From an optimization exercise on the open Yosys and OpenROAD flow, aimed at small area, a short achievable clock period and few clock cycles; shortcuts taken in it are not production practice. In this exercise RTL edits were held to simulation tests only and were not proved equivalent to the original. Power figures rest on the tool's default switching activity, not on a simulated workload.

--- run.sh ---
#!/bin/bash
# synth_recipe.tcl (not shown) runs the flow's synth.tcl, then flattens the netlist and writes it again
# the make line also repeats each setting of config.mk as NAME=value (left out here)
make -C /OpenROAD-flow-scripts/flow DESIGN_CONFIG=/design/flow/config.mk WORK_HOME=/design/flow/orfs CLKGATE_MAP_FILE= SYNTH_SCRIPT=/design/flow/synth_recipe.tcl finish
--- config.mk ---
export PLATFORM = sky130hd
export DESIGN_NAME = hough_line_sort_merge
export DESIGN_NICKNAME = hough_line_sort_merge
export VERILOG_FILES = /design/flow/design.v
export SDC_FILE = /design/flow/constraint.sdc
export NUM_CORES = 4
export LEC_CHECK = 0
export CAP_MARGIN = 20
export CORE_MARGIN = 2
export CORE_UTILIZATION = 40
export SLEW_MARGIN = 20
--- constraint.sdc ---
create_clock -name core_clock -period 8.0 [get_ports {clock}]
set_input_delay 1.6000 -clock core_clock [delete_from_list [all_inputs] [get_ports {clock}]]
set_output_delay 1.6000 -clock core_clock [all_outputs]
set_load 0.01 [all_outputs]
--- design.v ---
package hlsm_pkg;
   localparam int MaxLines   = 64;
   localparam int CountWidth = $clog2(MaxLines + 1);
   localparam int DistWidth  = 16;
   localparam int AngleWidth = 15;
   localparam logic [AngleWidth-1:0] TolReset      = 15'd1638;
   localparam logic [AngleWidth-1:0] SkipLowReset  = 15'd12288;
   localparam logic [AngleWidth-1:0] SkipHighReset = 15'd13517;
   localparam int CsrIndexWidth = 2;
   localparam logic [CsrIndexWidth-1:0] CsrMergeTol  = 2'd0;
   localparam logic [CsrIndexWidth-1:0] CsrSkipLow   = 2'd1;
   localparam logic [CsrIndexWidth-1:0] CsrSkipHigh  = 2'd2;
   typedef struct packed {
      logic signed [DistWidth-1:0] distance;
      logic [AngleWidth-1:0]       angle;
   } line_type;
   typedef struct packed {
      logic insert;   
      logic shift;    
   } cell_ctl_type;
   typedef struct packed {
      logic [AngleWidth-1:0] merge_tol;
      logic [AngleWidth-1:0] skip_low;
      logic [AngleWidth-1:0] skip_high;
   } csr_type;
endpackage
module hlsm_cell (
   input  logic                  clock,
   input  hlsm_pkg::cell_ctl_type ctl,
   input  hlsm_pkg::line_type    new_line,
   input  hlsm_pkg::line_type    prev_line,
   input  logic                  prev_keep,
   input  hlsm_pkg::line_type    next_line,
   input  logic                  occupied,
   output hlsm_pkg::line_type    line_out,
   output logic                  keep_out
);
   hlsm_pkg::line_type line_ff;
   hlsm_pkg::line_type line_in;
   assign keep_out = occupied && ($signed(line_ff.distance) >= $signed(new_line.distance));
   always_comb begin
      line_in = line_ff;
      if (ctl.insert) begin
         if (!keep_out) begin
            line_in = prev_keep ? new_line : prev_line;
         end
      end else if (ctl.shift) begin
         line_in = next_line;
      end
   end
   always_ff @(posedge clock) begin
      line_ff <= line_in;
   end
   assign line_out = line_ff;
endmodule
module hlsm_walk (
   input  logic                 clock,
   input  logic                 reset,
   input  logic                 active,
   input  hlsm_pkg::line_type   head_line,
   input  logic [hlsm_pkg::AngleWidth-1:0] next_angle,
   input  logic                 last_line,
   input  hlsm_pkg::csr_type    csr,
   output logic                 step,
   output logic                 out_valid,
   input  logic                 out_ready,
   output hlsm_pkg::line_type   out_line,
   output logic                 out_keep,
   output logic                 out_last
);
   localparam int AW = hlsm_pkg::AngleWidth;
   localparam int DW = hlsm_pkg::DistWidth;
   logic signed [DW-1:0] run_distance_ff, run_distance_in;
   logic [AW-1:0]        run_angle_ff, run_angle_in;
   logic                 run_open_ff, run_open_in;
   logic                 out_valid_ff, out_valid_in;
   hlsm_pkg::line_type   out_line_ff, out_line_in;
   logic                 out_keep_ff, out_keep_in;
   logic                 out_last_ff, out_last_in;
   logic [AW-1:0]        angle_diff;
   logic                 close;
   logic                 run_open;
   logic [AW:0]          angle_sum;
   logic signed [DW:0]   dist_sum;
   logic signed [DW:0]   dist_adj;
   hlsm_pkg::line_type   avg_line;
   hlsm_pkg::line_type   emit_line;
   logic                 emit;
   assign step = active && (!out_valid_ff || out_ready);
   assign angle_diff = (head_line.angle > next_angle) ? (head_line.angle - next_angle)
                                                      : (next_angle - head_line.angle);
   assign close      = !last_line && (angle_diff < csr.merge_tol);
   assign run_open   = run_open_ff;
   assign angle_sum = {1'b0, run_angle_ff} + {1'b0, head_line.angle};
   assign dist_sum  = {run_distance_ff[DW-1], run_distance_ff}
                    + {head_line.distance[DW-1], head_line.distance};
   assign dist_adj  = dist_sum + {{DW{1'b0}}, dist_sum[DW]};
   assign avg_line.distance = dist_adj[DW:1];
   assign avg_line.angle    = angle_sum[AW:1];
   always_comb begin
      run_distance_in = run_distance_ff;
      run_angle_in    = run_angle_ff;
      run_open_in     = run_open_ff;
      emit            = 1'b0;
      emit_line       = head_line;
      if (step) begin
         if (last_line || !close) begin
            emit            = 1'b1;
            emit_line       = run_open ? avg_line : head_line;
            run_distance_in = '0;
            run_angle_in    = '0;
            run_open_in     = 1'b0;
         end else begin
            run_distance_in = run_open ? avg_line.distance : head_line.distance;
            run_angle_in    = run_open ? avg_line.angle : head_line.angle;
            run_open_in     = 1'b1;
         end
      end
   end
   always_comb begin
      out_valid_in = out_valid_ff && !out_ready;
      out_line_in  = out_line_ff;
      out_keep_in  = out_keep_ff;
      out_last_in  = out_last_ff;
      if (emit) begin
         out_valid_in = 1'b1;
         out_line_in  = emit_line;
         out_keep_in  = !((emit_line.angle > csr.skip_low) && (emit_line.angle < csr.skip_high));
         out_last_in  = last_line;
      end
   end
   always_ff @(posedge clock) begin
      if (reset) begin
         run_distance_ff <= '0;
         run_angle_ff    <= '0;
         run_open_ff     <= 1'b0;
         out_valid_ff    <= 1'b0;
      end else begin
         run_distance_ff <= run_distance_in;
         run_angle_ff    <= run_angle_in;
         run_open_ff     <= run_open_in;
         out_valid_ff    <= out_valid_in;
      end
   end
   always_ff @(posedge clock) begin
      out_line_ff <= out_line_in;
      out_keep_ff <= out_keep_in;
      out_last_ff <= out_last_in;
   end
   assign out_valid = out_valid_ff;
   assign out_line  = out_line_ff;
   assign out_keep  = out_keep_ff;
   assign out_last  = out_last_ff;
endmodule
module hough_line_sort_merge (
   input  logic        clock,
   input  logic        reset,
   input  logic [31:0] req_tdata,
   input  logic        req_tlast,
   input  logic        req_tvalid,
   output logic        req_tready,
   output logic [31:0] rsp_tdata,
   output logic        rsp_tuser,    
   output logic        rsp_tlast,
   output logic        rsp_tvalid,
   input  logic        rsp_tready,
   input  logic        csr_valid,
   output logic        csr_ready,
   input  logic [hlsm_pkg::CsrIndexWidth-1:0] csr_index,
   input  logic [hlsm_pkg::AngleWidth-1:0]    csr_data
);
   localparam int N  = hlsm_pkg::MaxLines;
   localparam int CW = hlsm_pkg::CountWidth;
   localparam int DW = hlsm_pkg::DistWidth;
   localparam int AW = hlsm_pkg::AngleWidth;
   localparam logic StLoad = 1'b0;
   localparam logic StWalk = 1'b1;
   logic                state_ff, state_in;
   logic [CW-1:0]       count_ff, count_in;
   hlsm_pkg::csr_type   csr_ff, csr_in;
   logic                req_accept;
   logic                do_insert;
   logic                walk_step;
   logic                last_line;
   hlsm_pkg::line_type  new_line;
   hlsm_pkg::cell_ctl_type ctl;
   logic [N-1:0][DW+AW-1:0] cell_line;   
   logic [N-1:0]        cell_keep;
   hlsm_pkg::line_type  out_line;
   assign csr_ready  = 1'b1;
   assign req_tready = (state_ff == StLoad);
   assign req_accept = req_tvalid && req_tready;
   assign do_insert  = req_accept && (count_ff < CW'(N));
   assign new_line.distance = req_tdata[DW-1:0];
   assign new_line.angle    = req_tdata[DW+AW-1:DW];
   assign ctl.insert = do_insert;
   assign ctl.shift  = walk_step;
   always_comb begin
      csr_in = csr_ff;
      if (csr_valid) begin
         unique case (csr_index)
            hlsm_pkg::CsrMergeTol: csr_in.merge_tol = csr_data;
            hlsm_pkg::CsrSkipLow:  csr_in.skip_low  = csr_data;
            hlsm_pkg::CsrSkipHigh: csr_in.skip_high = csr_data;
            default:               csr_in = csr_ff;
         endcase
      end
   end
   always_comb begin
      state_in = state_ff;
      count_in = count_ff;
      unique case (state_ff)
         StLoad: begin
            if (do_insert) begin
               count_in = count_ff + CW'(1);
            end
            if (req_accept && req_tlast) begin
               state_in = StWalk;
            end
         end
         StWalk: begin
            if (walk_step) begin
               count_in = count_ff - CW'(1);
               if (last_line) begin
                  state_in = StLoad;
               end
            end
         end
         default: state_in = StLoad;
      endcase
   end
   always_ff @(posedge clock) begin
      if (reset) begin
         state_ff         <= StLoad;
         count_ff         <= '0;
         csr_ff.merge_tol <= hlsm_pkg::TolReset;
         csr_ff.skip_low  <= hlsm_pkg::SkipLowReset;
         csr_ff.skip_high <= hlsm_pkg::SkipHighReset;
      end else begin
         state_ff <= state_in;
         count_ff <= count_in;
         csr_ff   <= csr_in;
      end
   end
   for (genvar i = 0; i < N; i++) begin : g_cell
      hlsm_pkg::line_type prev_line;
      hlsm_pkg::line_type next_line;
      logic               prev_keep;
      logic               occupied;
      assign occupied = (CW'(i) < count_ff);
      if (i == 0) begin : g_head
         assign prev_line = new_line;
         assign prev_keep = 1'b1;
      end else begin : g_body
         assign prev_line = cell_line[i-1];
         assign prev_keep = cell_keep[i-1];
      end
      if (i == N - 1) begin : g_tail
         assign next_line = '0;
      end else begin : g_mid
         assign next_line = cell_line[i+1];
      end
      hlsm_cell u_cell (
         .clock     (clock),
         .ctl       (ctl),
         .new_line  (new_line),
         .prev_line (prev_line),
         .prev_keep (prev_keep),
         .next_line (next_line),
         .occupied  (occupied),
         .line_out  (cell_line[i]),
         .keep_out  (cell_keep[i])
      );
   end
   assign last_line = (count_ff == CW'(1));
   hlsm_walk u_walk (
      .clock      (clock),
      .reset      (reset),
      .active     (state_ff == StWalk),
      .head_line  (cell_line[0]),
      .next_angle (cell_line[1][AW-1:0]),
      .last_line  (last_line),
      .csr        (csr_ff),
      .step       (walk_step),
      .out_valid  (rsp_tvalid),
      .out_ready  (rsp_tready),
      .out_line   (out_line),
      .out_keep   (rsp_tuser),
      .out_last   (rsp_tlast)
   );
   assign rsp_tdata = {1'b0, out_line.angle, out_line.distance};
endmodule
==> notes.md <==
## worst max-delay path: cells and delay by family, from the launching register on
| family | cells | cell delay (ns) |
|---|---|---|
| AO/OA/AOI/OAI | 16 | 3.48 |
| XOR/XNOR | 1 | 0.14 |
| adder cells (fa/ha/maj) | 3 | 1.03 |
| buffers and inverters | 1 | 0.21 |
| flip-flops | 1 | 0.50 |
| multiplexers | 2 | 0.69 |
| AND/OR/NAND/NOR | 4 | 0.97 |
## power groups by stage
| stage | registers, mW | logic (mW) | clock network [mW] |
|---|---|---|---|
| after global placement | 17.2 | 9.71 | 0 |
| final | 17.0 | 10.1 | 10.8 |
| after detailed placement | 17.2 | 9.93 | 0 |
| after floorplan | 16.4 | 7.14 | 0 |
| after global routing | 17.2 | 11.3 | 11.4 |
| after CTS | 17.0 | 9.98 | 11.0 |
## metal layers
layer  track usage  part of all wire  up-vias
li1              -                 -    46700
met4        0.0632             0.028        2
met5             0          0.000032        -
met1         0.330              0.44    49700
met2         0.398              0.47     2801
met3        0.0316             0.062      577
## cell type report
type,instances,area (µm²),share of cell area
multi-input cells,9430,65000,0.450
clock buffers,325,6480,0.0449
flip-flops and latches,2103,62300,0.431
repair buffers,385,3340,0.0231
inverters,240,938,0.00650
well taps,4346,5440,0.0377
clock inverters,110,917,0.00635
diodes,7,17.5,0.000121
## stage by stage
step / hold slack (ns) / util / instance area, µm²
4_1_cts: 0.456 / 0.441 / 144000
3_3_place_gp: 0.442 / 0.419 / 137000
2_1_floorplan: 0.431 / - / 131000
5_1_grt: 0.475 / 0.441 / 144000
6_report: 0.455 / 0.441 / 144000
3_5_place_dp: 0.448 / 0.419 / 137000
## state kept, by name, summed over array words and instances, names as in the netlist
signal	cells
g_cell.u_cell.line_ff	1984
csr_ff	45
u_walk.out_line_ff	31
u_walk.run_distance_ff	16
u_walk.run_angle_ff	15
count_ff	7
state_ff	1
u_walk.out_keep_ff	1
u_walk.out_last_ff	1
u_walk.out_valid_ff	1
u_walk.run_open_ff	1
## timing repair
item,4_1_cts,5_1_grt
setup endpoints to repair,0,1
setup buffers,0,1
hold buffers,0,0
gates resized for setup,0,2
hold endpoints to repair,0,0
## logic make-up (layout without fill, tap and decap cells)
| kind of cell | count (synthesis) | after routing | synth area share |
|---|---|---|---|
| muxes | 1603 | 1603 | 0.122 |
| AOI/OAI and AO/OA | 3248 | 3248 | 0.146 |
| buffers and inverters | 1226 | 1060 | 0.0364 |
| adders and majority gates | 1119 | 1119 | 0.107 |
| xor gates and xnor gates | 51 | 51 | 0.00340 |
| other | 2 | 9 | 0.0000572 |
| and+or+nand+nor | 3407 | 3407 | 0.112 |
| DFF | 2103 | 2103 | 0.474 |
## placed cells by master (no fill, tap or decap), types with 28 or more instances in the layout
cell type / netlist / routed
a211oi_1: 31 / 31
a21o_1: 230 / 227
a21oi_1: 302 / 297
a31oi_1: 59 / 56
buf_4: 6 / 300
clkbuf_1: 784 / 76
clkbuf_16: 0 / 246
clkdlybuf4s50_1: 0 / 56
clkinv_1: 0 / 56
clkinv_2: 0 / 33
dfxtp_1: 86 / 86
edfxtp_1: 2017 / 2017
ha_1: 1115 / 1115
inv_1: 238 / 222
mux2i_1: 1596 / 1596
nand2_1: 2238 / 2214
nand2b_1: 42 / 42
nand3_1: 422 / 421
nand4_1: 195 / 195
nor2_1: 225 / 220
nor2b_1: 90 / 90
nor3_1: 67 / 64
o211ai_1: 327 / 327
o21a_1: 108 / 108
o21ai_0: 1814 / 1790
o21ai_1: 106 / 90
o221ai_1: 32 / 30
o22ai_1: 36 / 36
xnor2_1: 28 / 28
## worst max path at each step
stage / from / endpoint / slack (ns) / cells after the start
after detailed placement: g_cell[0].u_cell.line_ff[4] / u_walk.out_keep_ff / 0.46 / 26
final: g_cell[0].u_cell.line_ff[4] / u_walk.out_keep_ff / 0.65 / 27
after CTS: g_cell[0].u_cell.line_ff[4] / u_walk.out_keep_ff / 0.37 / 26
after global placement: g_cell[0].u_cell.line_ff[4] / u_walk.out_keep_ff / 0.39 / 30
after floorplan: req_tdata[4] / g_cell[39].u_cell.line_ff[0] / 0.44 / 10
after global routing: g_cell[0].u_cell.line_ff[4] / u_walk.out_keep_ff / 0.19 / 30
==> flow_summary.toml <==
[synthesis]
synth.distinct_cells = 91
synth.cell_area_um2 = 131000
synth_warnings = 3
synth.most_common_cell = "nand2_1"
synth_largest_area_cell = "edfxtp_1"
async_flop_share = 0
synth_edf_count = 2017
synth_cells = 12800
synth_top_area_share = 0.461
dominantRegCellSynth = "edfxtp_1"
synth-seq-cells = 2103
seq_area_frac_synth = 0.474
synthTopCellsByArea = "edfxtp_1, mux2i_1, ha_1, o21ai_0, nand2_1"
synth.net_count = 13900
synth.avg_cell_area_um2 = 10.3
ys_top_cells_by_count = "nand2_1, edfxtp_1, o21ai_0, mux2i_1, ha_1"

[pwr]
vdd_drop_max_v = 0.000204
sw_frac_of_total = 0.338
p_seq_frac = 0.448
power_density_nw_per_um2 = 262
cellLeakagePower_nw = 59.5
internal_power_mw = 25.1
combPwrFrac = 0.266
p_total_mw = 37.9
clkPwrFrac = 0.286
switchingPower_mw = 12.8

[layout]
layout.nets = 13600
drive_gt1_frac = 0.0639
area_growth_pct = 9.92
fillers = 31400
fin_cells = 16900

[clock_network]
cts_buffer_depth = 4
cts.sinks = 2103
tritoncts = "yes"
cts_buffers = 241
htree_levels = 4
clkLatencyLatePin_ns = 0.96
ctsRootBufferMaster = "clkbuf_16"
path_clk_slew_ns = 0.06

[die]
rows = 210
die_w_um = 577
fp.dieArea_um2 = 333000
die_h_um = 577
top_level_ports = 92
core_area_um2 = 327000
initial_utilization = 0.402

[worst_setup_path]
worstSetupPathType = "flip-flop to flip-flop"
cp.required_ns = 8.65
start_kind = "flip-flop"
end_kind = "flip-flop"
crit-reg2reg-launch = "g_cell[0].u_cell.line_ff[4]"
reg2reg_depth = 27
cp_data_arrival_time_ns = 8.00
cp_max_fo = 17
cp_slowest_cell = "edfxtp_1"
cpMostUsedCell = "ha_1"
slowest_delay_ns = 0.50
reg2reg_slack_ns = 0.65
worstReg2RegEnd = "u_walk.out_keep_ff"

[sta]
max_slew.worst_pin.slew_ns = 1.22
max_freq_mhz = 136
min_period_ns = 7.35
fin_skew_ns = 0.0787
grt_setup_unrepaired = "false"
setup_tns_ns = 0
finalHoldViolCount = 0
post-route-period-util = 0.919
slew_violations = 0
slew_headroom = 0.188
setup_slack_ns = 0.649
finalSetupViolations = 0

[route]
dr.pass1.iters = 7
drc_errors = 0
ant_nets = 0
wl_um = 412000
first_iter_violations = 9158
post_drt_wl_per_cell_um = 24.3
routed-via-count = 99900
viasPerCell = 5.89

[min_path]
min_from = "csr_ff[34]"
whs_path_depth = 2
hold_path_class = "flip-flop to flip-flop"
min_to = "csr_ff[34]"

[global_routing]
grt_pass1_vias = 99400
grt_max_degree = 224
grt.overflow.total = 0
track_usage = 0.240
antenna_found_initial = 19
grt_pass1_wl_um = 622000

[place]
hpwl_um = 284000
io_buffers = 88
post-place-ws_ns = 0.462
place_congestion = 0.894
dpl.cell_count = 16500

[job]
cap_violations = 0

[outcome]
outcome = "no timing/DRC/antenna violations"
Testbench counts, summed over its fixed seeds: cycles 29,656.

[separate check: timing with driven ports]
Ports are ideal in the flow. The routed layout listed here was re-timed in OpenROAD.
Step 1 sets driving cells, clkbuf_16 on the clock port and buf_2 on the other inputs (assumed; they add their load-dependent delay and slew).
Step 2 also shifts input and output timing later by t, the mid clock arrival at the registers, as if the neighbouring blocks saw the same clock.
Slacks: ideal / step 1 / step 2; pairs: ideal / step 1.
t (ns): 1.020
slack for setup (ns): 0.649 / 0.649 / 0.649
hold WS [ns]: 0.455 / 0.455 / 0.455
worst setup path after step 2: register to register
latest minus earliest clock arrival (ns): 0.081 / 0.081
After both steps setup and hold are still met in this run. For this run, drivers alone change the setup slack by 0.000 ns; drivers and shift together by 0.000 ns.
